From an optimization exercise on the open Yosys and OpenROAD flow, aimed at small area; shortcuts taken in it are not production practice.
Only simulation tests tie the RTL to the original design; equivalence was not proved.
Power is estimated from default activity; no workload was simulated.

### design/flow/constraint.sdc
create_clock -name core_clock -period 5.0 [get_ports {clk}]
set_input_delay 1.0000 -clock core_clock [delete_from_list [all_inputs] [get_ports {clk}]]
set_output_delay 1.0000 -clock core_clock [all_outputs]
set_load 0.01 [all_outputs]
### design/flow/flow/gen_map.py
#!/usr/bin/env python3
"""Write a Yosys techmap file that turns each combinational cell of a Liberty library back into
its logic function, so that abc can map the logic again. Sequential cells and tie cells are left
out, so their instances stay as they are. Usage: gen_map.py LIB OUT.v"""
import re
import sys

lib, out = sys.argv[1], sys.argv[2]
text = open(lib).read()
mods = []
for m in re.finditer(r'\n\s*cell\s*\(\s*"?(\w+)"?\s*\)\s*\{', text):
    name = m.group(1)
    # Cell body: up to the next top-level cell.
    start = m.end()
    nxt = re.search(r'\n\s*cell\s*\(', text[start:])
    body = text[start:start + nxt.start()] if nxt else text[start:]
    if re.search(r'\b(ff|latch|statetable|ff_bank|latch_bank)\s*\(', body) or 'conb' in name:
        continue
    ins, outs = [], []
    for pm in re.finditer(r'\n\s*pin\s*\(\s*"?(\w+)"?\s*\)\s*\{(.*?)\n\s*\}', body, re.S):
        pname, pbody = pm.group(1), pm.group(2)
        d = re.search(r'direction\s*:\s*"?(\w+)"?', pbody)
        if not d:
            continue
        f = re.search(r'\bfunction\s*:\s*"([^"]*)"', pbody)
        if d.group(1) == 'input':
            ins.append(pname)
        elif d.group(1) == 'output':
            if not f:
                outs = None
                break
            outs.append((pname, f.group(1)))
    if not outs:
        continue
    assigns = []
    ok = True
    for pname, fn in outs:
        e = fn.replace('!', '~').replace('+', '|').replace('*', '&')
        if not re.fullmatch(r"[\w\s~&|^()]*", e) or re.search(r'\w\s+\w', e):
            ok = False
            break
        assigns.append(f"  assign {pname} = {e};")
    if not ok:
        continue
    ports = ", ".join(ins + [p for p, _ in outs])
    decl = "".join(f"  input {p};\n" for p in ins) + "".join(f"  output {p};\n" for p, _ in outs)
    mods.append(f"module {name}({ports});\n{decl}" + "\n".join(assigns) + "\nendmodule\n")
open(out, "w").write("(* techmap_celltype *)\n" * 0 + "".join(mods))
print(f"{len(mods)} cells")
### design/flow/design.v
package flr_csr_pkg;
    localparam logic [15:0] DFH_OFS     = 16'h0000;
    localparam logic [15:0] SCRATCH_OFS = 16'h0008;
    localparam logic [15:0] TESTPAD_OFS = 16'h0028;
    localparam logic [1:0] FLR_IDLE  = 2'd0;
    localparam logic [1:0] FLR_DRAIN = 2'd1;
    localparam logic [1:0] FLR_CLEAR = 2'd2;
    localparam logic [1:0] FLR_ACK   = 2'd3;
    localparam logic [1:0] CLS_NONE    = 2'd0;
    localparam logic [1:0] CLS_DFH     = 2'd1;
    localparam logic [1:0] CLS_SCRATCH = 2'd2;
    localparam logic [1:0] CLS_TESTPAD = 2'd3;
endpackage
module flr_csr_responder
#(
    parameter int          NUM_FUNCS = 4,
    parameter logic [63:0] DFH_VALUE = 64'h3000000010000020,
    parameter logic [19:0] WIN_BASE  = 20'h10000,
    parameter int          TAG_W     = 10
) (
    input  logic             clk,
    input  logic             rst_n,
    input  logic             req_valid,
    output logic             req_ready,
    input  logic             req_write,
    input  logic [3:0]       req_func,
    input  logic [19:0]      req_addr,
    input  logic [63:0]      req_wdata,
    input  logic [TAG_W-1:0] req_tag,
    output logic             rsp_valid,
    input  logic             rsp_ready,
    output logic [63:0]      rsp_data,
    output logic [TAG_W-1:0] rsp_tag,
    output logic             rsp_err,
    input  logic             flr_req_valid,
    output logic             flr_req_ready,
    input  logic [3:0]       flr_func,
    output logic             flr_ack
);
    logic [1:0]  state_q, state_d;
    logic [1:0]  flr_func_q;           
    logic        req_ready_q, req_ready_d;
    logic        cnt_ge1_q, cnt_ge1_d;  
    logic        cnt_eq2_q, cnt_eq2_d;
    logic [7:0]       rf_vld_q, rf_vld_d;
    logic [7:0][63:0] rf_q;
    logic [63:0]      hd_data_q, hd_data_d;
    logic [TAG_W-1:0] hd_tag_q;
    logic             hd_err_q;
    logic [TAG_W-1:0] e1_tag_q;
    logic             e1_err_q;
    logic [1:0]       e1_func_q;
    logic [1:0]       e1_cls_q;
    logic        accept_s, pop_s, push_s, req_err_s, cnt_zero_next_s;
    logic [1:0]  req_cls_s;
    logic [1:0]  src_func_s, src_cls_s;
    logic        src_err_s, load_s;
    logic [TAG_W-1:0] src_tag_s;
    logic [7:0]  rd_sel_s;
    logic        dfh_sel_s, err_sel_s;
    assign accept_s = req_valid && req_ready_q;
    assign pop_s    = cnt_ge1_q && rsp_ready;
    always_comb begin
        case (req_addr[15:0])
            flr_csr_pkg::DFH_OFS:     req_cls_s = flr_csr_pkg::CLS_DFH;
            flr_csr_pkg::SCRATCH_OFS: req_cls_s = flr_csr_pkg::CLS_SCRATCH;
            flr_csr_pkg::TESTPAD_OFS: req_cls_s = flr_csr_pkg::CLS_TESTPAD;
            default:                  req_cls_s = flr_csr_pkg::CLS_NONE;
        endcase
        req_err_s = (req_addr[19:16] != WIN_BASE[19:16])
                 || (req_addr[2:0] != 3'b000)
                 || (req_func[3:2] != 2'b00)
                 || (((state_q == flr_csr_pkg::FLR_DRAIN) || (state_q == flr_csr_pkg::FLR_CLEAR))
                     && (req_func[1:0] == flr_func_q));
        push_s = accept_s && (!req_write || req_err_s);
    end
    always_comb begin
        cnt_ge1_d       = push_s || cnt_eq2_q || (cnt_ge1_q && !pop_s);
        cnt_eq2_d       = (push_s && cnt_ge1_q && !pop_s) || (cnt_eq2_q && !pop_s);
        cnt_zero_next_s = !cnt_ge1_d;
    end
    always_comb begin
        state_d = state_q;
        case (state_q)
            flr_csr_pkg::FLR_IDLE:
                if (flr_req_valid)
                    state_d = (flr_func[3:2] != 2'b00) ? flr_csr_pkg::FLR_ACK : flr_csr_pkg::FLR_DRAIN;
            flr_csr_pkg::FLR_DRAIN:
                if (cnt_zero_next_s) state_d = flr_csr_pkg::FLR_CLEAR;
            flr_csr_pkg::FLR_CLEAR: state_d = flr_csr_pkg::FLR_ACK;
            default:                state_d = flr_csr_pkg::FLR_IDLE;
        endcase
        req_ready_d = !cnt_eq2_d && (state_d != flr_csr_pkg::FLR_CLEAR);
    end
    always_comb begin
        rf_vld_d = rf_vld_q;
        for (int i = 0; i < 8; i++) begin
            if (accept_s && req_write && !req_err_s && (req_func[1:0] == 2'(i >> 1))
                && (req_cls_s == ((i & 1) ? flr_csr_pkg::CLS_TESTPAD : flr_csr_pkg::CLS_SCRATCH)))
                rf_vld_d[i] = 1'b1;
            if ((state_q == flr_csr_pkg::FLR_CLEAR) && (flr_func_q == 2'(i >> 1)))
                rf_vld_d[i] = 1'b0;
        end
    end
    always_ff @(posedge clk) begin
        if (!rst_n) begin
            state_q     <= flr_csr_pkg::FLR_IDLE;
            req_ready_q <= 1'b0;
            cnt_ge1_q   <= 1'b0;
            cnt_eq2_q   <= 1'b0;
            rf_vld_q    <= '0;
        end else begin
            state_q     <= state_d;
            req_ready_q <= req_ready_d;
            cnt_ge1_q   <= cnt_ge1_d;
            cnt_eq2_q   <= cnt_eq2_d;
            rf_vld_q    <= rf_vld_d;
        end
    end
    always_ff @(posedge clk) begin
        if (state_q == flr_csr_pkg::FLR_IDLE) flr_func_q <= flr_func[1:0];
    end
    always_ff @(posedge clk) begin
        for (int i = 0; i < 8; i++) begin
            if (rst_n && accept_s && req_write && !req_err_s && (req_func[1:0] == 2'(i >> 1))
                && (req_cls_s == ((i & 1) ? flr_csr_pkg::CLS_TESTPAD : flr_csr_pkg::CLS_SCRATCH)))
                rf_q[i] <= req_wdata;
        end
    end
    always_comb begin
        src_func_s = cnt_eq2_q ? e1_func_q : req_func[1:0];
        src_cls_s  = cnt_eq2_q ? e1_cls_q  : req_cls_s;
        src_err_s  = cnt_eq2_q ? e1_err_q  : req_err_s;
        src_tag_s  = cnt_eq2_q ? e1_tag_q  : req_tag;
        load_s     = !cnt_ge1_q || rsp_ready;
        for (int i = 0; i < 8; i++) begin
            rd_sel_s[i] = load_s && !src_err_s && (src_func_s == 2'(i >> 1)) && rf_vld_q[i]
                       && (src_cls_s == ((i & 1) ? flr_csr_pkg::CLS_TESTPAD : flr_csr_pkg::CLS_SCRATCH));
        end
        dfh_sel_s = load_s && !src_err_s && (src_cls_s == flr_csr_pkg::CLS_DFH);
        err_sel_s = load_s && src_err_s;
        hd_data_d = ({64{!load_s}} & hd_data_q) | {64{err_sel_s}} | ({64{dfh_sel_s}} & DFH_VALUE);
        for (int i = 0; i < 8; i++) begin
            hd_data_d = hd_data_d | ({64{rd_sel_s[i]}} & rf_q[i]);
        end
    end
    always_ff @(posedge clk) begin
        hd_data_q <= hd_data_d;
        if (load_s) begin
            hd_tag_q <= src_tag_s;
            hd_err_q <= src_err_s;
        end
        if (!cnt_eq2_q) begin
            e1_tag_q  <= req_tag;
            e1_err_q  <= req_err_s;
            e1_func_q <= req_func[1:0];
            e1_cls_q  <= req_cls_s;
        end
    end
    assign req_ready     = req_ready_q;
    assign rsp_valid     = cnt_ge1_q;
    assign rsp_data      = hd_data_q;
    assign rsp_tag       = hd_tag_q;
    assign rsp_err       = hd_err_q;
    assign flr_req_ready = (state_q == flr_csr_pkg::FLR_IDLE);
    assign flr_ack       = (state_q == flr_csr_pkg::FLR_ACK);
endmodule
### design/flow/config.mk
export PLATFORM = sky130hd
export DESIGN_NAME = flr_csr_responder
export DESIGN_NICKNAME = flr_csr_responder
export VERILOG_FILES = /design/flow/design.v
export SDC_FILE = /design/flow/constraint.sdc
export NUM_CORES = 4
export LEC_CHECK = 0
export CAP_MARGIN = 0
export CORE_MARGIN = 2
export CORE_UTILIZATION = 70
export PLACE_DENSITY = 0.8
export SLEW_MARGIN = 0
### design/flow/flow/remap.sh
#!/bin/bash
# remap.sh IN.v OUT.v ABC_SCRIPT LOG
# Maps the combinational logic of a mapped netlist again with abc, for area. Each combinational
# cell is turned back into its logic function (gen_map.py), abc maps that logic with the given
# script, and the registers, which abc does not see, keep their cells and names.
set -euo pipefail
HERE=$(cd "$(dirname "$0")" && pwd)
LIB=${LIB:-$FLOW_HOME/platforms/sky130hd/lib/sky130_fd_sc_hd__tt_025C_1v80.lib}
TOP=${FLOW_TOP:-flr_csr_responder}
YOSYS=${YOSYS_EXE:-$(command -v yosys || echo "$FLOW_HOME/../tools/install/yosys/bin/yosys")}
TMP=$PWD/remap_tmp
mkdir -p "$TMP"
python3 "$HERE/gen_map.py" "$LIB" "$TMP/comb_map.v" > /dev/null
DU=$(grep -oE 'cell *\( *"?sky130_fd_sc_hd__(lpflow|probe)[a-z0-9_]*' "$LIB" | sed -E 's/.*(sky130\w*)/-dont_use \1/' | tr '\n' ' ')
cat > "$TMP/remap.ys" <<EOY
read_liberty -lib $LIB
read_verilog $1
hierarchy -top $TOP
techmap -map $TMP/comb_map.v
simplemap
opt -purge
abc -script $3 -liberty $LIB $DU
opt_clean -purge
setundef -zero
hilomap -singleton -hicell sky130_fd_sc_hd__conb_1 HI -locell sky130_fd_sc_hd__conb_1 LO
insbuf -buf sky130_fd_sc_hd__buf_4 A X
splitnets
opt_clean -purge
check -assert -mapped
stat -liberty $LIB
write_verilog -noattr -noexpr -nohex -nodec $2
EOY
"$YOSYS" -l "$4" "$TMP/remap.ys" > /dev/null
### design/flow/flow/area.abc
&get -n
&st
&syn2
&dch
&nf -a -R 1000
&put
### design/flow/flow/run.sh
#!/bin/bash
# Own layout flow: the standard ORFS flow with three changes.
#  1. After the standard synthesis, the combinational logic is mapped again with an
#     area-oriented abc script (remap.sh); the registers keep their cells and names.
#  2. Each port is buffered with the smallest buffer.
#  3. The clock tree uses fewer, larger sink clusters and no dummy loads.
set -euo pipefail
export BUFFER_PORTS_ARGS="-buffer_cell sky130_fd_sc_hd__buf_1"
export CTS_ARGS="-sink_clustering_enable -repair_clock_nets -dont_use_dummy_load -sink_buffer_max_cap_derate 1.0 -buf_list sky130_fd_sc_hd__clkbuf_8 -sink_clustering_size 14 -sink_clustering_max_diameter 100"
R=orfs/results/sky130hd/flr_csr_responder/base
bash standard.sh synth > standard_synth.log 2>&1
cp $R/1_2_yosys.v $R/1_2_yosys.standard.v
bash flow/remap.sh $R/1_2_yosys.standard.v $R/1_2_yosys.remap.v flow/area.abc remap_yosys.log
cp $R/1_2_yosys.remap.v $R/1_2_yosys.v
touch $R/1_2_yosys.v
bash standard.sh > standard_flow.log 2>&1
### design/flow/standard.sh
#!/bin/bash
# synth_recipe.tcl (not shown) runs the flow's synth.tcl, then flattens the netlist and writes it again
# the make line also repeats each setting of config.mk as NAME=value (left out here)
make -C /OpenROAD-flow-scripts/flow DESIGN_CONFIG=/design/flow/config.mk WORK_HOME=/design/flow/orfs CLKGATE_MAP_FILE= SYNTH_SCRIPT=/design/flow/synth_recipe.tcl "${@:-finish}"
==> results of run 1 <==
## layout make-up
cell class | count | share of cell area [%]
Clock buffer | 50 | 2.941
Multi-Input combinational cell | 452 | 14.83
Inverter | 6 | 0.09626
Tap cell | 390 | 2.086
Antenna cell | 4 | 0.04278
Timing Repair Buffer | 221 | 4.749
Sequential cell | 617 | 75.26
## through the flow
step	utilization, %	total power (W)	instances	hold slack, ps
after CTS	79.12	0.008222	1736	453.0
after global routing	79.13	0.008419	1738	484.2
final	79.15	0.008205	1740	450.3
after floorplan	-	0.005864	1075	420.7
after global placement	76.79	0.005996	1686	432.3
after detailed placement	76.79	0.006011	1686	427.8
## tightest hold or removal path: stages, from the launching register on
cell and delay (ps):
edfxtp_1 330, nand2_1 40, nand4_1 50
## sequential cells by signal, indices dropped and copies added (netlist names)
name / flops
e1_func_q: 2
e1_cls_q: 2
flr_func_q: 2
e1_err_q: 1
req_ready_q: 1
cnt_ge1_q: 1
rf_vld_q: 8
rf_q: 512
hd_err_q: 1
hd_data_q: 64
hd_tag_q: 10
cnt_eq2_q: 1
state_q: 2
e1_tag_q: 10
## power by group through the flow
stage,Sequential [W],Combinational [W],Clock [W]
after global placement,0.00576,0.000233,0
after CTS,0.00565,0.000246,0.00233
after detailed placement,0.00577,0.000245,0
after global routing,0.00565,0.000272,0.00249
after floorplan,0.00578,0.0000870,0
final,0.00565,0.000248,0.00231
## placed cells by master (no fill, tap or decap), types with 24 or more instances in the layout
cell type / instances
a221o_1: 38
buf_1: 186
nand2_1: 28
clkbuf_8: 50
nor2_1: 24
a22oi_1: 45
dfxtp_1: 92
nand3_1: 63
a222oi_1: 66
edfxtp_1: 525
a221oi_1: 81
## layer usage
layer / track usage [%] / wire, um / part of all wire [%] / vias to the layer above
met5: 0 / 13 / 0.027 / -
met4: 10.09 / 964 / 2.0 / 2
met3: 5.284 / 5008 / 11 / 98
met2: 49.90 / 23470 / 50 / 777
met1: 41.57 / 17910 / 38 / 6059
li1: - / - / - / 5225
## final timing paths
check / start / end / slack, ps / cells past startpoint
max: req_func[1] / hd_data_q[12] / 1310 / 13
min: rf_q[360] / hd_data_q[40] / 450 / 2
max reg2reg: state_q[0] / hd_data_q[12] / 1520 / 12
min reg2reg: rf_q[360] / hd_data_q[40] / 450 / 2
==> results.yml, run 1 <==
outcome:
  status: "complete, no violations"
layout:
  area_growth_pct: 11.38
  final_area_um2: 23400
  ff_latch_area_um2: 17610
  n_fill_cell: 1559
  drive_above_1_share_pct: 7.652
  multi_input_area_um2: 3470
  nets: 1456
die:
  rows: 63
  die_x_um: 177.2
  io_pins: 187
  die_h_um: 177.2
  start_util_pct: 71.06
  die_area_um2: 31410
  core_area_um2: 29560
timing:
  fin_setup_tns_ps: 0
  setup_violations: 0
  hold_viol: 0
  relSlewSlack_pct: 37.53
  post-route-period-util_pct: 73.87
  grt_setup_unrepaired: "false"
  fin_skew_ps: 46.67
  max_freq_mhz: 270.7
  tightest_slew_ps: 935.8
  slew_viol_final: 0
  finalCriticalPeriod_ps: 3693
  layout_setup_ws_ps: 1307
worst_setup_path:
  cp.arrival_ps: 4220
  cp.required_ps: 5530
  crit_path_end_kind: "register"
  crit_family: "simple AND/OR/NAND/NOR gates"
  criticalPathCategory: "in -> reg"
  critPathMaxStageDelay_ps: 660
  worst_path_max_delay_cell: "and3_4"
  crit_chain: "buf_1 > xor2_1 > nor3_1 > a21oi_1 > nor2_1 > a21oi_1 > clkinv_1 > nor3_1 > and3_4 > buf_4 > a22o_1 > a221oi_1 > nand3_1"
  start_kind: "input port"
  critPathMaxFanout: 35
  crit_buf_inv: 3
cts:
  path_clk_slew_ps: 90
  htree_levels: 2
  cts_buffers: 50
  postCtsHoldBufs: 0
  clk_path_buf_depth: 3
  cts_root_buffer: "clkbuf_8"
  cts_setup_buffers: 0
  cts_tree: "done"
  clock_latency_ps: 580
  cts.sinks: 617
  cts_resized: 0
global_routing:
  gr-total-overflow: 0
  grt_pass1_vias: 12250
  grt_max_degree: 65
  antenna_found_initial: 4
  grtUsageTotal_pct: 30.18
  grt_pass1_wl_um: 69880
synth:
  syn_area_per_cell_um2: 19.54
  synth_nets: 1183
  syn-cell-area_um2: 21010
  ys_warn_count: 1
  synthCells: 1075
worst_hold_path:
  min_path_type: "reg -> reg"
route:
  drt_first_iter_violations: 1614
  via_per_inst: 6.989
  wl_per_cell_um: 27.22
  drt-total-wl_um: 47370
  postRouteAntennaNets: 0
  first_pass_iters: 9
  drc_errors: 0
  vias: 12160
pwr:
  leakagePower_nw: 7.062
  seqPwrFrac_pct: 68.8
  power_frac_comb_pct: 3.0
  ir_worst_vdd_mv: 0.2897
  switching_share_pct: 19.69
  p_clk_share_pct: 28.2
  p_per_area_nw_per_um2: 350.7
  power.internal_w: 0.006590
  power_switching_w: 0.001616
placement:
  dpl.hpwl_um: 26130
  placed_cell_area_um2: 22700
  place_ws_ps: 760.3
  portBuffers: 186
  place_congestion: 0.8147
run:
  max_cap_viol_count: 0
==> inputs of run 2 (changes only) <==
--- a/design/flow/config.mk
+++ b/design/flow/config.mk
@@ -7,6 +7,6 @@
 export LEC_CHECK = 0
 export CAP_MARGIN = 0
 export CORE_MARGIN = 2
-export CORE_UTILIZATION = 70
-export PLACE_DENSITY = 0.8
+export CORE_UTILIZATION = 60
+export PLACE_DENSITY = 0.75
 export SLEW_MARGIN = 0
==> run 2 against run 1 <==
Cell count increased by 3.8%. Global-route usage decreased by 4.0 points. Die area increased by 16%. Still clean. Sequential share of layout area decreased by 0.57 points. Sequential power about the same. Via count decreased by 0.38%. Clock power about the same. Critical path depth unchanged. Highest routed layer unchanged.
==> results.yml, run 2 <==
worst_hold_path:
  min_path_type: "reg -> reg"
die:
  die_area_um2: 36520
  io_pins: 187
  start_util_pct: 60.81
  core_area_um2: 34540
  rows: 68
  die_h_um: 191.1
  die_x_um: 191.1
route:
  drc_errors: 0
  via_per_inst: 6.708
  drt_first_iter_violations: 1807
  vias: 12120
  drt-total-wl_um: 48210
  wl_per_cell_um: 26.70
  first_pass_iters: 6
  postRouteAntennaNets: 0
pwr:
  leakagePower_nw: 7.105
  power.internal_w: 0.006590
  power_switching_w: 0.001635
  switching_share_pct: 19.87
  p_per_area_nw_per_um2: 348.9
  power_frac_comb_pct: 3.0
  p_clk_share_pct: 28.3
  seqPwrFrac_pct: 68.7
  finalPower_w: 0.008225
  ir_worst_vdd_mv: 0.3034
placement:
  portBuffers: 186
  place_congestion: 0.8122
  place_ws_ps: 872.9
  dpl.hpwl_um: 26480
  place_inst: 1753
cts:
  cts_root_buffer: "clkbuf_8"
  postCtsHoldBufs: 0
  clk_path_buf_depth: 3
  cts.sinks: 617
  cts_tree: "done"
  clock_latency_ps: 600
  cts_buffers: 50
  cts_resized: 0
  cts_setup_buffers: 0
  path_clk_slew_ps: 80
  htree_levels: 2
global_routing:
  grtUsageTotal_pct: 26.16
  gr-total-overflow: 0
  grt_max_degree: 66
  grt_pass1_vias: 11910
  antenna_found_initial: 4
  grt_pass1_wl_um: 70860
layout:
  regMostFlops: "rf_q"
  area_growth_pct: 12.23
  layout_commonest_cell: "edfxtp_1"
  drive_above_1_share_pct: 7.789
  layout_common_cells: "525 x edfxtp_1, 186 x buf_1, 92 x dfxtp_1"
  largest_reg_flops: 512
  top_regs: "rf_q: 512 flops, hd_data_q: 64 flops"
  nets: 1458
  fin_cells: 1806
timing:
  slew_viol_final: 0
  finalCriticalPeriod_ps: 3587
  relSlewSlack_pct: 30.00
  max_freq_mhz: 278.8
  holdWs_ps: 464.8
  post-route-period-util_pct: 71.75
  fin_skew_ps: 49.22
  tightest_slew_ps: 1050
  hold_viol: 0
  grt_setup_unrepaired: "false"
  fin_setup_tns_ps: 0
  setup_violations: 0
  layout_setup_ws_ps: 1413
outcome:
  status: "complete, no violations"
run:
  max_cap_viol_count: 0
synth:
  synth_nets: 1183
  synthCells: 1075
  syn_area_per_cell_um2: 19.54
  syn-cell-area_um2: 21010
  ys_warn_count: 1
worst_setup_path:
  worst_path_max_delay_cell: "and3_2"
  cp.required_ps: 5520
  critPathMaxStageDelay_ps: 690
  crit_path_end_kind: "register"
  criticalPathCategory: "in -> reg"
  crit_chain: "buf_1 > xor2_1 > nor3_1 > a21oi_1 > nor2_1 > a21oi_1 > clkinv_1 > nor3_1 > and3_2 > buf_12 > a22o_1 > a221oi_1 > nand3_1"
  start_kind: "input port"
  crit_family: "simple AND/OR/NAND/NOR gates"
  crit_buf_inv: 3
  cp.arrival_ps: 4110
  critPathMaxFanout: 32
==> run 2: cell types whose count changed in the layout (fill, tap and decap cells not counted), sizes merged <==
cell   before  now
diode       4    3
buf       221  223
==> run 2: worst paths after layout <==
check        slack (ps)  cells past startpoint            end   startpoint
max                1410                     13  hd_data_q[30]  req_func[1]
min                 460                      2  hd_data_q[29]    rf_q[477]
max reg2reg        1640                      9  hd_data_q[30]    cnt_eq2_q
min reg2reg         460                      2  hd_data_q[29]    rf_q[477]
==> run 2: layout make-up <==
type / instances / area (um2)
diodes: 3 / 7.507
clock buffers: 50 / 688.2
fillers: 2268 / 10970
inverters: 6 / 22.52
multi-input cells: 452 / 3455
flip-flops and latches: 617 / 17610
well taps: 455 / 569.3
repair buffers: 223 / 1226
==> run 2: power by group through the flow <==
| stage | logic, W | clock network (W) | registers (W) |
|---|---|---|---|
| 2_1_floorplan | 0.0000870 | 0 | 0.00578 |
| 3_3_place_gp | 0.000237 | 0 | 0.00577 |
| 3_5_place_dp | 0.000247 | 0 | 0.00577 |
| 4_1_cts | 0.000247 | 0.00236 | 0.00565 |
| 5_1_grt | 0.000273 | 0.00254 | 0.00565 |
| 6_report | 0.000247 | 0.00233 | 0.00565 |
==> run 2: per-stage QoR <==
step                utilization (%)  instance area, um2
floorplan                         -               21010
finish                        68.25               23580
detailed placement            66.23               22880
global placement              66.23               22880
global route                  68.24               23570
CTS                           68.23               23570
==> run 2: metal layers <==
layer | share of wire [%] | up-vias | GRT usage [%]
li1 | - | 5226 | -
met5 | 0.027 | - | 0
met3 | 10 | 77 | 4.406
met4 | 2.0 | 2 | 8.314
met1 | 40 | 6122 | 36.62
met2 | 48 | 688 | 42.66
==> run 2: worst min-delay path, stage by stage, from the launching register on <==
cell and delay [ps]:
edfxtp_1 320, a222oi_1 80, nand3_1 80
==> inputs of run 3 (changes only) <==
--- a/design/flow/design.v
+++ b/design/flow/design.v
@@ -11,6 +11,17 @@
     localparam logic [1:0] CLS_SCRATCH = 2'd2;
     localparam logic [1:0] CLS_TESTPAD = 2'd3;
 endpackage
+module flr_csr_head_bit
+(
+    input  logic       hold,
+    input  logic       q,
+    input  logic [7:0] sel,
+    input  logic [7:0] rd,
+    input  logic       force_n,
+    output logic       d
+);
+    assign d = (hold & q) | (|(sel & rd)) | !force_n;
+endmodule
 module flr_csr_responder
 #(
     parameter int          NUM_FUNCS = 4,
@@ -54,10 +65,10 @@
     logic        accept_s, pop_s, push_s, req_err_s, cnt_zero_next_s;
     logic [1:0]  req_cls_s;
     logic [1:0]  src_func_s, src_cls_s;
-    logic        src_err_s, load_s;
+    logic        src_err_s, load_s, hold_s;
     logic [TAG_W-1:0] src_tag_s;
     logic [7:0]  rd_sel_s;
-    logic        dfh_sel_s, err_sel_s;
+    logic        dfh_sel_s, err_sel_s, force0_n_s, force1_n_s;
     assign accept_s = req_valid && req_ready_q;
     assign pop_s    = cnt_ge1_q && rsp_ready;
     always_comb begin
@@ -132,21 +143,34 @@
         src_cls_s  = cnt_eq2_q ? e1_cls_q  : req_cls_s;
         src_err_s  = cnt_eq2_q ? e1_err_q  : req_err_s;
         src_tag_s  = cnt_eq2_q ? e1_tag_q  : req_tag;
-        load_s     = !cnt_ge1_q || rsp_ready;
+        hold_s     = cnt_ge1_q && !rsp_ready;
+        load_s     = !hold_s;
         for (int i = 0; i < 8; i++) begin
             rd_sel_s[i] = load_s && !src_err_s && (src_func_s == 2'(i >> 1)) && rf_vld_q[i]
                        && (src_cls_s == ((i & 1) ? flr_csr_pkg::CLS_TESTPAD : flr_csr_pkg::CLS_SCRATCH));
         end
         dfh_sel_s = load_s && !src_err_s && (src_cls_s == flr_csr_pkg::CLS_DFH);
         err_sel_s = load_s && src_err_s;
-        hd_data_d = ({64{!load_s}} & hd_data_q) | {64{err_sel_s}} | ({64{dfh_sel_s}} & DFH_VALUE);
-        for (int i = 0; i < 8; i++) begin
-            hd_data_d = hd_data_d | ({64{rd_sel_s[i]}} & rf_q[i]);
+        force0_n_s = !err_sel_s;
+        force1_n_s = !(err_sel_s || dfh_sel_s);
+    end
+    for (genvar b = 0; b < 64; b++) begin : g_hd
+        logic [7:0] rd_b;
+        for (genvar i = 0; i < 8; i++) begin : g_rd
+            assign rd_b[i] = rf_q[i][b];
         end
+        flr_csr_head_bit u_bit (
+            .hold    (hold_s),
+            .q       (hd_data_q[b]),
+            .sel     (rd_sel_s),
+            .rd      (rd_b),
+            .force_n (DFH_VALUE[b] ? force1_n_s : force0_n_s),
+            .d       (hd_data_d[b])
+        );
     end
     always_ff @(posedge clk) begin
         hd_data_q <= hd_data_d;
-        if (load_s) begin
+        if (!hold_s) begin
             hd_tag_q <= src_tag_s;
             hd_err_q <= src_err_s;
         end
==> design/flow/flow/run.sh (replaced) <==
#!/bin/bash
# Own layout flow: the standard ORFS flow (standard.sh) with these changes.
#  1. Synthesis (own_synth.tcl) maps the logic with an area-oriented abc script and uses a
#     cell-level netlist for the queue head's per-bit select; registers are as in the standard
#     synthesis (same names and cells).
#  2. Each port is buffered with the smallest buffer.
#  3. The clock tree uses fewer, larger sink clusters and no dummy loads.
set -euo pipefail
W=$PWD
export BUFFER_PORTS_ARGS="-buffer_cell sky130_fd_sc_hd__buf_1"
export CTS_ARGS="-sink_clustering_enable -repair_clock_nets -dont_use_dummy_load -sink_buffer_max_cap_derate 1.0 -buf_list sky130_fd_sc_hd__clkbuf_8 -sink_clustering_size 14 -sink_clustering_max_diameter 100"
export OWN_ABC_SCRIPT=$W/flow/area.abc
export OWN_CELLS_V="flr_csr_head_bit $W/flow/head_bit_cells.v"
sed -E "s#SYNTH_SCRIPT=[^ ]+#SYNTH_SCRIPT=$W/flow/own_synth.tcl#" standard.sh > own_standard.sh
grep -q "SYNTH_SCRIPT=$W/flow/own_synth.tcl" own_standard.sh
bash own_standard.sh > own_flow.log 2>&1
==> design/flow/flow/head_bit_cells.v (new file) <==
// Cell-level implementation of flr_csr_head_bit:
// d = hold&q | sel[0]&rd[0] | ... | sel[7]&rd[7] | !force_n.
module flr_csr_head_bit (hold, q, sel, rd, force_n, d);
  input hold;
  input q;
  input [7:0] sel;
  input [7:0] rd;
  input force_n;
  output d;
  wire n0, n1, n2;
  sky130_fd_sc_hd__a222oi_1 g0 (.A1(hold), .A2(q), .B1(sel[0]), .B2(rd[0]), .C1(sel[1]), .C2(rd[1]), .Y(n0));
  sky130_fd_sc_hd__a222oi_1 g1 (.A1(sel[2]), .A2(rd[2]), .B1(sel[3]), .B2(rd[3]), .C1(sel[4]), .C2(rd[4]), .Y(n1));
  sky130_fd_sc_hd__a222oi_1 g2 (.A1(sel[5]), .A2(rd[5]), .B1(sel[6]), .B2(rd[6]), .C1(sel[7]), .C2(rd[7]), .Y(n2));
  sky130_fd_sc_hd__nand4_1 g3 (.A(n0), .B(n1), .C(n2), .D(force_n), .Y(d));
endmodule
==> design/flow/flow/own_synth.tcl (new file) <==
# Synthesis script of this flow: the standard synthesis script (synth_recipe.tcl: ORFS's
# synth.tcl without the fsm and share passes, flattened, function nets renamed), with two changes
# that leave the registers exactly as the standard synthesis makes them:
#  - the liberty-mapping abc call uses OWN_ABC_SCRIPT (an area-oriented script) without -D;
#  - each module named in OWN_CELLS_V is replaced, before synthesis, by the cell-level netlist
#    given for it (the queue head's per-bit select, flr_csr_head_bit).
proc abc {args} {
  set i [lsearch -exact $args -script]
  if { $i >= 0 && [info exists ::env(OWN_ABC_SCRIPT)] } {
    lset args [expr {$i + 1}] $::env(OWN_ABC_SCRIPT)
    set j [lsearch -exact $args -D]
    if { $j >= 0 } { set args [lreplace $args $j [expr {$j + 1}]] }
  }
  yosys abc {*}$args
}
set ::own_cells_done 0
proc synth {args} {
  if { !$::own_cells_done && [info exists ::env(OWN_CELLS_V)] } {
    foreach {m f} $::env(OWN_CELLS_V) {
      yosys delete $m
      yosys read_verilog $f
    }
    set ::own_cells_done 1
  }
  yosys synth -nofsm -noshare {*}$args
}
source $::env(SCRIPTS_DIR)/synth.tcl
# left out here: clear keep_hierarchy, flatten, clean up, hide names made inside functions, write 1_2_yosys.v
--- a/design/flow/config.mk
+++ b/design/flow/config.mk
@@ -7,6 +7,6 @@
 export LEC_CHECK = 0
 export CAP_MARGIN = 0
 export CORE_MARGIN = 2
-export CORE_UTILIZATION = 60
-export PLACE_DENSITY = 0.75
+export CORE_UTILIZATION = 70
+export PLACE_DENSITY = 0.8
 export SLEW_MARGIN = 0
removed: design/flow/flow/gen_map.py
removed: design/flow/flow/remap.sh
==> run 3 against run 2 <==
Still clean on timing, DRC and antenna. Global-route usage rose by 3.4 points. Via count shrank 2.4%. Sequential share of layout area is 2.0 points higher. Synthesized cell count is 1.3% lower. Design area is 2.5% lower. Non-clock buffer count is 16 lower. Worst setup slack gained 160 ps. Wire length fell by 4.5%. Die area shrank 13%. First-iteration DRC count grew 31%. Register-to-register slack improved by 90 ps.
==> results.yml, run 3 <==
die:
  core_area_um2: 29720
  die_h_um: 177.8
  die_x_um: 177.8
  start_util_pct: 71.15
  die_area_um2: 31610
  io_pins: 187
  rows: 63
layout:
  layout_common_cells: "525 x edfxtp_1, 192 x a222oi_1, 186 x buf_1"
  layout_commonest_cell: "edfxtp_1"
  nets: 1368
  final_util_pct: 77.31
  drive_above_1_share_pct: 7.097
  largest_reg_flops: 512
  multi_input_area_um2: 3114
  area_growth_pct: 8.664
  n_fill_cell: 1624
  final_area_um2: 22970
  ff_latch_area_um2: 17610
  regMostFlops: "rf_q"
  top_regs: "rf_q: 512 flops, hd_data_q: 64 flops"
  fin_cells: 1647
timing:
  slew_viol_final: 0
  post-route-period-util_pct: 68.53
  hold_viol: 0
  finalCriticalPeriod_ps: 3426
  tightest_slew_ps: 886.7
  relSlewSlack_pct: 40.81
  max_freq_mhz: 291.9
  fin_setup_tns_ps: 0
  grt_setup_unrepaired: "false"
  fin_skew_ps: 41.69
  holdWs_ps: 459.8
  setup_violations: 0
synth:
  syn_area_per_cell_um2: 19.93
  ys_async_sr_fraction_pct: 0
  synth_common_cells: "525 x edfxtp_1, 192 x a222oi_1, 92 x dfxtp_1"
  synth_nets: 1173
  ys_seq_area_share_pct: 83.28
  synth_flop_cell: "edfxtp_1"
  yosys.area.top_type: "edfxtp_1"
  synthCells: 1061
  synthTopCellsByArea: "edfxtp_1 75%, a222oi_1 9.1%, dfxtp_1 8.7%"
  synth_edf_count: 525
  ys_types: 27
  ys_seq_elements: 617
  ys_warn_count: 1
  synth.most_common_cell: "edfxtp_1"
  netlist.area_leader.share_pct: 74.57
  syn-cell-area_um2: 21140
worst_setup_path:
  rr_startpoint: "cnt_eq2_q"
  crit_start: "rsp_ready"
  critPathMaxFanout: 37
  cp.arrival_ps: 3950
  start_kind: "input port"
  cp.required_ps: 5520
  criticalPathCategory: "in -> reg"
  crit_path_end_kind: "register"
placement:
  place_inst: 1594
  dpl.hpwl_um: 24660
  placed_cell_area_um2: 22280
  place_congestion: 0.7946
  portBuffers: 186
global_routing:
  grt_max_degree: 65
  gr-total-overflow: 0
  antenna_found_initial: 2
  grtUsageTotal_pct: 29.54
  grt_pass1_wl_um: 68770
  grt_pass1_vias: 11970
route:
  wl_per_cell_um: 27.96
  vias: 11820
  postRouteAntennaNets: 0
  drt_first_iter_violations: 2372
  via_per_inst: 7.177
  drc_errors: 0
  first_pass_iters: 12
  drt-total-wl_um: 46050
outcome:
  status: "complete, no violations"
worst_hold_path:
  hp-start: "rf_q[290]"
  min_path_type: "reg -> reg"
cts:
  postCtsHoldBufs: 0
  path_clk_slew_ps: 90
  cts_root_buffer: "clkbuf_8"
  clock_latency_ps: 610
  clk_path_buf_depth: 3
  cts_buffers: 50
  cts_resized: 0
  cts_setup_buffers: 0
  cts_tree: "done"
  cts.sinks: 617
  htree_levels: 2
pwr:
  p_per_area_nw_per_um2: 376.0
  leakagePower_nw: 6.831
  ir_worst_vdd_mv: 0.3150
run:
  max_cap_viol_count: 0
## run 3: area by class of cell
| cell class | instances | share of cell area (%) |
|---|---|---|
| sequential | 617 | 76.64 |
| tap | 390 | 2.124 |
| timing repair buffer | 207 | 4.542 |
| antenna | 3 | 0.03268 |
| inverter | 7 | 0.1144 |
| clock buffer | 50 | 2.995 |
| multi-input combinational | 373 | 13.56 |
## run 3: worst paths after layout
check / slack (ps) / to / cells after the start
hold / removal: 460 / hd_data_q[34] / 2
setup reg to reg: 1730 / hd_data_q[59] / 7
setup / recovery: 1570 / hd_data_q[59] / 9
hold reg to reg: 460 / hd_data_q[34] / 2
## run 3: cell families (layout without fill, tap and decap cells)
family	after synthesis	count (layout)	share of synthesized area, %
AOI/OAI and AO/OA	220	220	9.812
xor gates and xnor gates	2	2	0.08287
adders and majority gates	4	4	0.2367
buffers and inverters	71	264	2.397
DFF	617	617	83.28
muxes	12	12	0.6332
other	0	3	0
and+or+nand+nor	135	135	3.563
## run 3: per-layer routing
layer / part of all wire, % / global-route usage, % / vias to the layer above / routed length, um
met4: 2.9 / 12.47 / 0 / 1317
met3: 12 / 4.970 / 97 / 5366
met1: 36 / 39.78 / 5907 / 16430
met2: 50 / 48.66 / 783 / 22940
li1: - / - / 5033 / -
met5: 0 / 0 / - / 0
## run 3: critical path: stages
cell and delay, ps:
buf_1 80, nand2b_1 570, inv_2 480, or3_1 460, nor2_1 160, and3_4 510
buf_12 320, a222oi_1 150, nand4_1 160
## run 3: power by group
group | leakage, nW | switching [W] | internal (W)
Sequential | 5.49 | 0.0000933 | 0.00570
Combinational | 0.984 | 0.000337 | 0.000186
Clock | 0.360 | 0.00143 | 0.000893
## run 3: stage by stage
step,setup WS (ps),power (W)
after floorplan,207.9,0.006275
after global placement,1122,0.006405
after detailed placement,1013,0.006432
after CTS,1617,0.008656
after global routing,1401,0.008907
final,1574,0.008638
==> inputs of run 4 (changes only) <==
--- a/design/flow/flow/run.sh
+++ b/design/flow/flow/run.sh
@@ -8,7 +8,7 @@
 set -euo pipefail
 W=$PWD
 export BUFFER_PORTS_ARGS="-buffer_cell sky130_fd_sc_hd__buf_1"
-export CTS_ARGS="-sink_clustering_enable -repair_clock_nets -dont_use_dummy_load -sink_buffer_max_cap_derate 1.0 -buf_list sky130_fd_sc_hd__clkbuf_8 -sink_clustering_size 14 -sink_clustering_max_diameter 100"
+export CTS_ARGS="-sink_clustering_enable -repair_clock_nets -dont_use_dummy_load -sink_buffer_max_cap_derate 1.0 -buf_list sky130_fd_sc_hd__clkbuf_8 -sink_clustering_size 18 -sink_clustering_max_diameter 50"
 export OWN_ABC_SCRIPT=$W/flow/area.abc
 export OWN_CELLS_V="flr_csr_head_bit $W/flow/head_bit_cells.v"
 sed -E "s#SYNTH_SCRIPT=[^ ]+#SYNTH_SCRIPT=$W/flow/own_synth.tcl#" standard.sh > own_standard.sh
--- a/design/flow/config.mk
+++ b/design/flow/config.mk
@@ -7,6 +7,6 @@
 export LEC_CHECK = 0
 export CAP_MARGIN = 0
 export CORE_MARGIN = 2
-export CORE_UTILIZATION = 70
-export PLACE_DENSITY = 0.8
+export CORE_UTILIZATION = 78
+export PLACE_DENSITY = 0.86
 export SLEW_MARGIN = 0
==> run 4 against run 3 <==
Combinational power grew 3%. Design area down 0.55%. Clock power is 7% lower. Sequential share of layout area increased by 0.42 points. First-iteration DRC count increased by 7.0%. Critical endpoint is now hd_data_q[22]. Largest cell class unchanged. Highest routed layer unchanged.
==> results.yml, run 4 <==
outcome:
  status: "complete, no violations"
layout:
  largest_reg_flops: 512
  n_fill_cell: 1176
  layout_commonest_cell: "edfxtp_1"
  fin_cells: 1605
  layout_common_cells: "525 x edfxtp_1, 192 x a222oi_1, 186 x buf_1"
  final_area_um2: 22850
  drive_above_1_share_pct: 7.393
  area_growth_pct: 8.066
  top_regs: "rf_q: 512 flops, hd_data_q: 64 flops"
  ff_latch_area_um2: 17610
  multi_input_area_um2: 3087
  nets: 1372
  regMostFlops: "rf_q"
timing:
  slew_viol_final: 0
  max_freq_mhz: 279.4
  fin_setup_tns_ps: 0
  fin_skew_ps: 62.99
  hold_viol: 0
  relSlewSlack_pct: 32.34
  post-route-period-util_pct: 71.59
  holdWs_ps: 459.9
  finalCriticalPeriod_ps: 3580
  tightest_slew_ps: 1015
  grt_setup_unrepaired: "false"
  setup_violations: 0
pwr:
  leakagePower_nw: 6.842
  p_per_area_nw_per_um2: 371.4
  switching_share_pct: 21.67
  power_switching_w: 0.001839
  ir_worst_vdd_mv: 0.3583
  power.internal_w: 0.006647
  power_frac_comb_pct: 6.4
  seqPwrFrac_pct: 68.3
  p_clk_share_pct: 25.3
die:
  core_area_um2: 26800
  start_util_pct: 78.89
  die_x_um: 168.6
  io_pins: 187
  die_area_um2: 28440
  die_h_um: 168.6
  rows: 60
cts:
  htree_levels: 2
  path_clk_slew_ps: 100
  clock_latency_ps: 610
  cts_setup_buffers: 0
  cts_root_buffer: "clkbuf_8"
  cts.sinks: 617
  cts_resized: 0
  clk_path_buf_depth: 3
  postCtsHoldBufs: 0
  cts_tree: "done"
  cts_buffers: 42
placement:
  placed_cell_area_um2: 22260
  place_inst: 1557
  place_congestion: 0.8231
  dpl.hpwl_um: 26260
  portBuffers: 186
worst_setup_path:
  crit_path_end_kind: "register"
  start_kind: "input port"
  crit_chain: "buf_1 > xnor2_1 > a31oi_1 > o21ai_0 > nor2_1 > nand2_1 > nor2_1 > and3_2 > buf_4 > a222oi_1 > nand4_1"
  criticalPathCategory: "in -> reg"
  crit_path_frequent_cell: "nor2_1"
  cp.required_ps: 5420
  worst_path_max_delay_cell: "and3_2"
  critPathMaxFanout: 40
  crit_family: "compound AO/OA/AOI/OAI gates"
  crit_buf_inv: 2
  cp.arrival_ps: 4000
  critPathMaxStageDelay_ps: 550
synth:
  ys_types: 27
  synthMuxAreaShare_pct: 0.6332
  synth_xor_area_share_pct: 0.08285
  syn-cell-area_um2: 21140
  synthCells: 1061
  ys_warn_count: 1
  synthSimpleGateAreaFrac_pct: 3.563
  synth_nets: 1173
  synthAdderAreaFrac_pct: 0.2367
  synth_edf_count: 525
  synth_flop_cell: "edfxtp_1"
  synth_common_cells: "525 x edfxtp_1, 192 x a222oi_1, 92 x dfxtp_1"
  ys_seq_elements: 617
  yosys.area.top_type: "edfxtp_1"
  netlist.area_leader.share_pct: 74.57
  synth_top_family_by_area: "compound AO/OA/AOI/OAI gates"
  synthTopCellsByArea: "edfxtp_1 75%, a222oi_1 9.1%, dfxtp_1 8.7%"
  synth.most_common_cell: "edfxtp_1"
  ys_async_sr_fraction_pct: 0
  synth_compound_area_share_pct: 9.812
  ys_seq_area_share_pct: 83.28
  syn_area_per_cell_um2: 19.93
route:
  wl_per_cell_um: 29.74
  vias: 12120
  drt-total-wl_um: 47730
  via_per_inst: 7.553
  drc_errors: 0
  postRouteAntennaNets: 0
  drt_first_iter_violations: 2539
  first_pass_iters: 12
global_routing:
  grt_pass1_vias: 12110
  grt_max_degree: 65
  antenna_found_initial: 5
  grt_pass1_wl_um: 70070
  grtUsageTotal_pct: 33.68
  gr-total-overflow: 0
run:
  max_cap_viol_count: 0
worst_hold_path:
  min_path_type: "reg -> reg"
## run 4: cell counts after synthesis
Identical to the previous run, type by type.
## run 4: metrics by stage
step	power (W)	utilization, %	worst slack [ps]
final	0.008485	85.25	1420
after global routing	0.008707	85.22	1262
after CTS	0.008477	85.20	1523
after detailed placement	0.006438	83.04	942.0
after global placement	0.006402	83.04	1111
after floorplan	0.006275	-	207.9
## run 4: worst reg2reg max path, delay by kind of cell, from the launching register on
kind                     cells  cell delay (ps)
AND/OR/NAND/NOR              5             1010
AO/OA/AOI/OAI                3             1110
adder cells (fa/ha/maj)      1              320
buffers and inverters        2              540
flip-flops                   1              410
## run 4: layout make-up
cell class,instances,area share (%)
sequential,617,77.06
multi-input combinational,373,13.51
timing repair buffer,219,4.852
clock buffer,42,2.530
tap,341,1.867
inverter,7,0.1150
antenna,6,0.06571
## run 4: cell families (layout without fill, tap and decap cells)
family / count (synthesis) / count (layout)
simple gates: 135 / 135
buf+inv: 71 / 268
mux: 12 / 12
fa+ha+maj: 4 / 4
flops: 617 / 617
compound gates: 220 / 220
other cells: 0 / 6
xor+xnor: 2 / 2
## run 4: layer usage
layer,GRT usage (%),part of all wire (%)
met4,15.82,3.6
met2,56.09,50
met5,0,0
met3,7.038,12
met1,43.66,34
## run 4: power groups by stage
stage	Combinational (W)	Sequential, W	Clock [W]
finish	0.000540	0.00580	0.00215
global route	0.000583	0.00581	0.00231
detailed placement	0.000527	0.00591	0
CTS	0.000532	0.00580	0.00215
floorplan	0.000389	0.00589	0
global placement	0.000499	0.00590	0
## run 4: final timing paths
check,startpoint,to,slack [ps],cells past startpoint
hold / removal,rf_q[123],hd_data_q[59],460,2
hold reg to reg,rf_q[123],hd_data_q[59],460,2
setup reg to reg,state_q[1],hd_data_q[22],1490,11
setup / recovery,req_func[0],hd_data_q[22],1420,11
==> inputs of run 5 (changes only) <==
--- a/design/flow/config.mk
+++ b/design/flow/config.mk
@@ -7,6 +7,6 @@
 export LEC_CHECK = 0
 export CAP_MARGIN = 0
 export CORE_MARGIN = 2
-export CORE_UTILIZATION = 78
-export PLACE_DENSITY = 0.86
+export CORE_UTILIZATION = 70
+export PLACE_DENSITY = 0.8
 export SLEW_MARGIN = 0
==> run 5 against run 4 <==
Still clean. Global-route usage down 4.4 points. Die area is 11% higher. Clock skew shrank 39 ps. Area after synthesis is the same. Worst setup slack gained 180 ps. First-iteration DRC count is 10% lower. Worst hold slack better by 12 ps. Flip-flop and latch count did not move. Power down 0.66%. Combinational power fell by 3%. Maximum frequency up 5.2%. Synthesized cell count stayed put. Highest routed layer unchanged.
==> results.yml, run 5 <==
route:
  wl_per_cell_um: 27.91
  postRouteAntennaNets: 0
  via_per_inst: 7.184
  vias: 11760
  drt-total-wl_um: 45680
  first_pass_iters: 10
  drt_first_iter_violations: 2282
  drc_errors: 0
synth:
  yosys.area.top_type: "edfxtp_1"
  synthSimpleGateAreaFrac_pct: 3.563
  ys_seq_elements: 617
  ys_warn_count: 1
  synthTopCellsByArea: "edfxtp_1 75%, a222oi_1 9.1%, dfxtp_1 8.7%"
  ys_types: 27
  netlist.area_leader.share_pct: 74.57
  synth.most_common_cell: "edfxtp_1"
  syn_area_per_cell_um2: 19.93
  synth_flop_cell: "edfxtp_1"
  ys_async_sr_fraction_pct: 0
  synthCells: 1061
  synth_common_cells: "525 x edfxtp_1, 192 x a222oi_1, 92 x dfxtp_1"
  ys_seq_area_share_pct: 83.28
  synthAdderAreaFrac_pct: 0.2367
  synth_edf_count: 525
  syn-cell-area_um2: 21140
  synth_xor_area_share_pct: 0.08285
  synth_top_family_by_area: "compound AO/OA/AOI/OAI gates"
  synth_compound_area_share_pct: 9.812
  synth_nets: 1173
  synthMuxAreaShare_pct: 0.6332
cts:
  cts_buffers: 41
  cts.sinks: 617
  cts_setup_buffers: 0
  cts_root_buffer: "clkbuf_8"
  htree_levels: 2
  postCtsHoldBufs: 0
  cts_resized: 0
  path_clk_slew_ps: 100
  clk_path_buf_depth: 3
  clock_latency_ps: 580
  cts_tree: "done"
worst_setup_path:
  criticalPathCategory: "in -> reg"
  worst_path_max_delay_cell: "nand2b_1"
  crit_path_end_kind: "register"
  endpoint: "hd_data_q[59]"
  critPathMaxFanout: 37
  worstReg2RegEnd: "hd_data_q[39]"
  crit_start: "rsp_ready"
  start_kind: "input port"
  crit_chain: "buf_1 > nand2b_1 > inv_2 > or3_1 > nor2_1 > and3_4 > buf_12 > a222oi_1 > nand4_1"
  cp.required_ps: 5510
  rr_startpoint: "state_q[0]"
  r2r_setup_slack_ps: 1760
  cp.arrival_ps: 3920
  critPathMaxStageDelay_ps: 570
  rr_worst_depth: 10
timing:
  tightest_slew_ps: 875.8
  fin_skew_ps: 24.39
  slew_viol_final: 0
  fin_setup_tns_ps: 0
  finalCriticalPeriod_ps: 3404
  hold_viol: 0
  max_freq_mhz: 293.7
  relSlewSlack_pct: 41.53
  setup_violations: 0
  grt_setup_unrepaired: "false"
  post-route-period-util_pct: 68.09
global_routing:
  grtUsageMet3_pct: 4.841
  grtUsageTotal_pct: 29.24
  top_usage_layer: "met2"
  grt_max_degree: 65
  antenna_found_initial: 2
  use_met2_pct: 48.58
  grt_use_met1_pct: 39.81
  grt_pass1_vias: 11800
  grt_pass1_wl_um: 68270
  gr-total-overflow: 0
pwr:
  power_frac_comb_pct: 6.2
  ir_worst_vdd_mv: 0.2755
  seqPwrFrac_pct: 68.7
  p_per_area_nw_per_um2: 368.9
  switching_share_pct: 21.35
  p_clk_share_pct: 25.1
  power.internal_w: 0.006630
  power_switching_w: 0.001800
  leakagePower_nw: 6.766
  finalPower_w: 0.008429
run:
  max_cap_viol_count: 0
die:
  rows: 63
  io_pins: 187
  die_x_um: 177.8
  die_h_um: 177.8
  start_util_pct: 71.15
  die_area_um2: 31610
  core_area_um2: 29720
layout:
  top_regs: "rf_q: 512 flops, hd_data_q: 64 flops"
  layout_common_cells: "525 x edfxtp_1, 192 x a222oi_1, 186 x buf_1"
  nets: 1359
  ff_latch_area_um2: 17610
  n_fill_cell: 1644
  regMostFlops: "rf_q"
  drive_above_1_share_pct: 6.426
  area_growth_pct: 8.066
  multi_input_area_um2: 3114
  layout_commonest_cell: "edfxtp_1"
  largest_reg_flops: 512
placement:
  place_congestion: 0.7946
  portBuffers: 186
  dpl.hpwl_um: 24660
worst_hold_path:
  min_path_type: "reg -> reg"
outcome:
  status: "complete, no violations"
[run 5: cell count changes in the layout (fill, tap and decap cells not counted), sizes merged]
cell / before / now
buf: 219 / 207
diode: 6 / 2
clkbuf: 42 / 41
[run 5: cells by family after synthesis]
logic type      Yosys count
xor+xnor                  2
fa+ha+maj                 4
simple gates            135
mux                      12
buf+inv                  71
flops                   617
compound gates          220
[run 5: how the worst min path moves through the flow]
stage	from	end	slack [ps]	cells after the start
4_1_cts	e1_tag_q[2]	e1_tag_q[2]	470	1
3_5_place_dp	e1_tag_q[2]	e1_tag_q[2]	450	1
2_1_floorplan	rf_vld_q[6]	rf_vld_q[6]	430	2
6_report	rf_q[127]	hd_data_q[63]	470	2
5_1_grt	e1_tag_q[2]	e1_tag_q[2]	480	1
3_3_place_gp	e1_tag_q[0]	e1_tag_q[0]	440	1
[run 5: cell type report]
cell class	instances	area share [%]
well taps	390	2.136
clock buffers	41	2.470
repair buffers	207	4.567
inverters	7	0.1150
flip-flops and latches	617	77.06
multi-input cells	373	13.63
diodes	2	0.02190
[run 5: stage by stage]
step	cells	hold slack [ps]	cell area, um2	setup WS [ps]	util, %
floorplan	1061	428.6	21150	207.9	-
global placement	1594	441.3	22280	1122	74.97
detailed placement	1594	454.1	22280	1013	74.97
CTS	1635	472.2	22840	1634	76.87
global route	1637	482.2	22850	1414	76.89
finish	1637	472.4	22850	1596	76.89
[run 5: per-layer routing]
metal,wire (um),up-vias
met5,0,-
met4,1095,0
met3,5076,84
met2,23000,776
met1,16510,5893
li1,-,5008
[run 5: power groups by stage]
stage	Combinational, W	Sequential [W]	Clock (W)
after floorplan	0.000389	0.00589	0
after global placement	0.000498	0.00591	0
after detailed placement	0.000520	0.00591	0
after CTS	0.000523	0.00579	0.00213
after global routing	0.000579	0.00581	0.00231
final	0.000523	0.00579	0.00211
[run 5: critical path: cells and delay by family]
family / cells / cell delay [ps]
buffers and inverters: 3 / 880
and+or+nand+nor: 5 / 1840
AOI/OAI and AO/OA: 1 / 150
==> inputs of run 6 (changes only) <==
--- a/design/flow/design.v
+++ b/design/flow/design.v
@@ -21,6 +21,16 @@
     output logic       d
 );
     assign d = (hold & q) | (|(sel & rd)) | !force_n;
+endmodule
+module flr_csr_rf_bit
+(
+    input  logic we,
+    input  logic wd,
+    input  logic keep,
+    input  logic q,
+    output logic d
+);
+    assign d = (we & wd) | (keep & q);
 endmodule
 module flr_csr_responder
 #(
@@ -54,7 +64,7 @@
     logic        cnt_ge1_q, cnt_ge1_d;  
     logic        cnt_eq2_q, cnt_eq2_d;
     logic [7:0]       rf_vld_q, rf_vld_d;
-    logic [7:0][63:0] rf_q;
+    logic [7:0][63:0] rf_q, rf_d;
     logic [63:0]      hd_data_q, hd_data_d;
     logic [TAG_W-1:0] hd_tag_q;
     logic             hd_err_q;
@@ -68,6 +78,7 @@
     logic        src_err_s, load_s, hold_s;
     logic [TAG_W-1:0] src_tag_s;
     logic [7:0]  rd_sel_s;
+    logic [7:0]  rf_we_s, rf_keep_s;
     logic        dfh_sel_s, err_sel_s, force0_n_s, force1_n_s;
     assign accept_s = req_valid && req_ready_q;
     assign pop_s    = cnt_ge1_q && rsp_ready;
@@ -131,12 +142,26 @@
     always_ff @(posedge clk) begin
         if (state_q == flr_csr_pkg::FLR_IDLE) flr_func_q <= flr_func[1:0];
     end
-    always_ff @(posedge clk) begin
+    always_comb begin
         for (int i = 0; i < 8; i++) begin
-            if (rst_n && accept_s && req_write && !req_err_s && (req_func[1:0] == 2'(i >> 1))
-                && (req_cls_s == ((i & 1) ? flr_csr_pkg::CLS_TESTPAD : flr_csr_pkg::CLS_SCRATCH)))
-                rf_q[i] <= req_wdata;
-        end
+            rf_we_s[i] = rst_n && accept_s && req_write && !req_err_s && (req_func[1:0] == 2'(i >> 1))
+                && (req_cls_s == ((i & 1) ? flr_csr_pkg::CLS_TESTPAD : flr_csr_pkg::CLS_SCRATCH));
+            rf_keep_s[i] = !rf_we_s[i] && rf_vld_q[i];
+        end
+    end
+    for (genvar i = 0; i < 8; i++) begin : g_rf
+        for (genvar b = 0; b < 64; b++) begin : g_bit
+            flr_csr_rf_bit u_bit (
+                .we   (rf_we_s[i]),
+                .wd   (req_wdata[b]),
+                .keep (rf_keep_s[i]),
+                .q    (rf_q[i][b]),
+                .d    (rf_d[i][b])
+            );
+        end
+    end
+    always_ff @(posedge clk) begin
+        rf_q <= rf_d;
     end
     always_comb begin
         src_func_s = cnt_eq2_q ? e1_func_q : req_func[1:0];
==> design/flow/flow/run.sh (replaced) <==
#!/bin/bash
# Own layout flow: the standard ORFS flow (standard.sh) with these changes.
#  1. Synthesis (own_synth.tcl) maps the logic with an area-oriented abc script and uses a
#     cell-level netlist for the queue head's per-bit select and for each register-file bit's
#     select; registers are as in the standard
#     synthesis (same names and cells).
#  2. Each port is buffered with the smallest buffer.
#  3. The clock tree uses fewer, larger sink clusters and no dummy loads.
set -euo pipefail
W=$PWD
export BUFFER_PORTS_ARGS="-buffer_cell sky130_fd_sc_hd__buf_1"
export CTS_ARGS="-sink_clustering_enable -repair_clock_nets -dont_use_dummy_load -sink_buffer_max_cap_derate 1.0 -buf_list sky130_fd_sc_hd__clkbuf_8 -sink_clustering_size 18 -sink_clustering_max_diameter 50"
export OWN_ABC_SCRIPT=$W/flow/area.abc
export OWN_CELLS_V="flr_csr_head_bit $W/flow/head_bit_cells.v flr_csr_rf_bit $W/flow/rf_bit_cells.v"
sed -E "s#SYNTH_SCRIPT=[^ ]+#SYNTH_SCRIPT=$W/flow/own_synth.tcl#" standard.sh > own_standard.sh
grep -q "SYNTH_SCRIPT=$W/flow/own_synth.tcl" own_standard.sh
bash own_standard.sh > own_flow.log 2>&1
--- a/design/flow/flow/own_synth.tcl
+++ b/design/flow/flow/own_synth.tcl
@@ -3,7 +3,8 @@
 # that leave the registers exactly as the standard synthesis makes them:
 #  - the liberty-mapping abc call uses OWN_ABC_SCRIPT (an area-oriented script) without -D;
 #  - each module named in OWN_CELLS_V is replaced, before synthesis, by the cell-level netlist
-#    given for it (the queue head's per-bit select, flr_csr_head_bit).
+#    given for it (the queue head's per-bit select, flr_csr_head_bit, and the register file's
+#    per-bit select, flr_csr_rf_bit).
 proc abc {args} {
   set i [lsearch -exact $args -script]
   if { $i >= 0 && [info exists ::env(OWN_ABC_SCRIPT)] } {
==> design/flow/flow/rf_bit_cells.v (new file) <==
// Cell-level implementation of flr_csr_rf_bit: d = we&wd | keep&q.
module flr_csr_rf_bit (we, wd, keep, q, d);
  input we;
  input wd;
  input keep;
  input q;
  output d;
  sky130_fd_sc_hd__a22o_1 g0 (.A1(we), .A2(wd), .B1(keep), .B2(q), .X(d));
endmodule
==> run 6 against run 5 <==
Clock power is about 10% higher. Non-clock buffer count is 8 higher. Sequential power is 12% lower. Global-route usage is 9.1 points higher. Core utilization is 0.61 points higher. Power is 6.6% lower. Clock skew is 22 ps higher. Area after synthesis is 2.8% lower. Flip-flop and latch count stayed put. Design area is 2.4% lower. Maximum frequency is 1.3% lower. Worst setup slack worse by 46 ps.
==> results.yml, run 6 <==
timing:
  grt_setup_unrepaired: "false"
  finalCriticalPeriod_ps: 3450
  fin_setup_tns_ps: 0
  post-route-period-util_pct: 69.01
  setup_violations: 0
  tightest_slew_ps: 1065
  hold_viol: 0
  fin_skew_ps: 46.68
  slew_viol_final: 0
  relSlewSlack_pct: 29.01
  max_freq_mhz: 289.8
pwr:
  power_frac_comb_pct: 5.8
  seqPwrFrac_pct: 64.7
  p_per_area_nw_per_um2: 353.2
  power.internal_w: 0.006038
  p_clk_share_pct: 29.5
  switching_share_pct: 23.34
  leakagePower_nw: 7.801
  power_switching_w: 0.001838
  finalPower_w: 0.007877
  ir_worst_vdd_mv: 0.3183
synth:
  yosys.area.top_type: "dfxtp_1"
  syn-cell-area_um2: 20560
  ys_seq_elements: 617
  synthCells: 1579
  ys_seq_area_share_pct: 60.71
  netlist.area_leader.share_pct: 58.82
  synth_common_cells: "604 x dfxtp_1, 512 x a22o_1, 192 x a222oi_1"
  ys_types: 31
  synthTopCellsByArea: "dfxtp_1 59%, a22o_1 22%, a222oi_1 9.3%"
  ys_warn_count: 1
  synth_edf_count: 13
  synth_nets: 1691
  syn_area_per_cell_um2: 13.02
  synth.most_common_cell: "dfxtp_1"
  ys_async_sr_fraction_pct: 0
  synth_flop_cell: "dfxtp_1"
cts:
  postCtsHoldBufs: 0
  cts_resized: 0
  cts_buffers: 47
  cts_setup_buffers: 0
  path_clk_slew_ps: 100
  cts.sinks: 617
  clk_path_buf_depth: 3
  cts_tree: "done"
  clock_latency_ps: 600
  cts_root_buffer: "clkbuf_8"
  htree_levels: 2
layout:
  drive_above_1_share_pct: 5.740
  layout_commonest_cell: "dfxtp_1"
  top_regs: "rf_q: 512 flops, hd_data_q: 64 flops"
  nets: 1891
  area_growth_pct: 8.490
  regMostFlops: "rf_q"
  n_fill_cell: 1930
  largest_reg_flops: 512
  layout_common_cells: "604 x dfxtp_1, 512 x a22o_1, 192 x a222oi_1"
route:
  via_per_inst: 7.789
  wl_per_cell_um: 28.08
  drt-total-wl_um: 60790
  postRouteAntennaNets: 0
  drc_errors: 0
  first_pass_iters: 10
  drt_first_iter_violations: 2786
  vias: 16860
global_routing:
  gr-total-overflow: 0
  grtUsageTotal_pct: 38.32
  grt_pass1_vias: 16650
  antenna_found_initial: 2
  grt_pass1_wl_um: 93870
  grt_max_degree: 65
die:
  io_pins: 187
  rows: 62
  core_area_um2: 28780
  die_area_um2: 30760
  die_x_um: 175.4
  die_h_um: 175.4
  start_util_pct: 71.43
worst_setup_path:
  cp.arrival_ps: 3950
  criticalPathCategory: "in -> reg"
  critPathMaxFanout: 43
  r2r_setup_slack_ps: 1750
  cp.required_ps: 5500
  crit_path_end_kind: "register"
  start_kind: "input port"
placement:
  dpl.hpwl_um: 30250
  portBuffers: 186
  place_congestion: 0.8047
worst_hold_path:
  min_path_type: "reg -> reg"
outcome:
  status: "complete, no violations"
run:
  max_cap_viol_count: 0
[run 6: layer usage]
layer	share of wire (%)	up-vias	wire, um	global-route usage (%)
met5	0	-	0	0
met4	2.7	0	1638	12.74
met3	13	156	7652	7.013
met2	45	1228	27330	59.33
met1	40	8337	24160	54.61
li1	-	7143	-	-
[run 6: layout make-up]
type	instances	area (um2)	share of cell area [%]
Multi-Input combinational cell	889	7660	34.34
Antenna cell	4	10.01	0.04488
Tap cell	384	480.5	2.154
Timing Repair Buffer	215	991.0	4.443
Clock buffer	47	646.9	2.900
Inverter	9	33.78	0.1515
Sequential cell	617	12480	55.96
[run 6: path summary, 6_finish.rpt]
kind / start / endpoint / cells after the start
max: rsp_ready / hd_data_q[49] / 9
min: rf_q[100] / hd_data_q[36] / 2
max reg2reg: state_q[0] / rf_q[309] / 10
min reg2reg: rf_q[100] / hd_data_q[36] / 2
[run 6: metrics by stage]
step | utilization (%) | worst slack (ps) | instance area (um2) | hold slack (ps) | instances
after floorplan | - | 205.0 | 20570 | 435.0 | 1579
final | 77.50 | 1550 | 22300 | 456.4 | 2165
after CTS | 77.46 | 1642 | 22290 | 454.5 | 2161
after global routing | 77.47 | 1376 | 22300 | 486.7 | 2162
after detailed placement | 75.22 | 1036 | 21650 | 454.0 | 2114
after global placement | 75.22 | 1115 | 21650 | 441.0 | 2114
[run 6: cell families after synthesis]
group | share of synthesized area [%]
xor gates and xnor gates | 0.08522
AOI/OAI and AO/OA | 31.92
muxes | 0.6999
buffers and inverters | 2.501
adders and majority gates | 0.2435
and+or+nand+nor | 3.834
DFF | 60.71
[run 6: critical path, cell delays in order]
cell,delay [ps]
buf_1,80
nand2b_1,550
inv_2,430
or3_1,480
nor2_1,110
and3_2,590
buf_12,360
a222oi_1,160
nand4_1,140
[run 6: power groups by stage]
stage          logic [W]  clock network (W)  registers, W
2_1_floorplan   0.000310                  0       0.00520
3_3_place_gp    0.000435                  0       0.00521
3_5_place_dp    0.000449                  0       0.00521
4_1_cts         0.000453            0.00232       0.00510
5_1_grt         0.000499            0.00250       0.00511
6_report        0.000459            0.00232       0.00510

==> re-timing with driven ports <==
Ports are ideal in the flow. The routed layouts listed here were re-timed in OpenROAD.
Step 1 sets driving cells, clkbuf_16 on the clock port and buf_2 on the other inputs (assumed; they add their load-dependent delay and slew).
Step 2 also shifts input and output timing later by t, the mid clock arrival at the registers, as if the neighbouring blocks saw the same clock.
Slacks: no drivers / after step 1 / after step 2; pairs: no drivers / after step 1.
run	t, ns	setup slack, ns	worst hold slack (ns)
run 1	0.613	1.307 / 1.332 / 0.719	0.450 / 0.450 / 0.450
run 2	0.625	1.413 / 1.441 / 0.816	0.465 / 0.465 / 0.465
run 3	0.637	1.574 / 1.590 / 0.953	0.460 / 0.460 / 0.460
run 4	0.629	1.420 / 1.448 / 0.819	0.460 / 0.460 / 0.460
run 5	0.615	1.596 / 1.610 / 0.995	0.472 / 0.472 / 0.472
run 6	0.635	1.550 / 1.573 / 0.938	0.456 / 0.456 / 0.456
After both steps setup and hold are still met in every run listed. The setup slack of run 3, which loses most, moves by +0.016 ns with the drivers and by -0.621 ns with both steps.
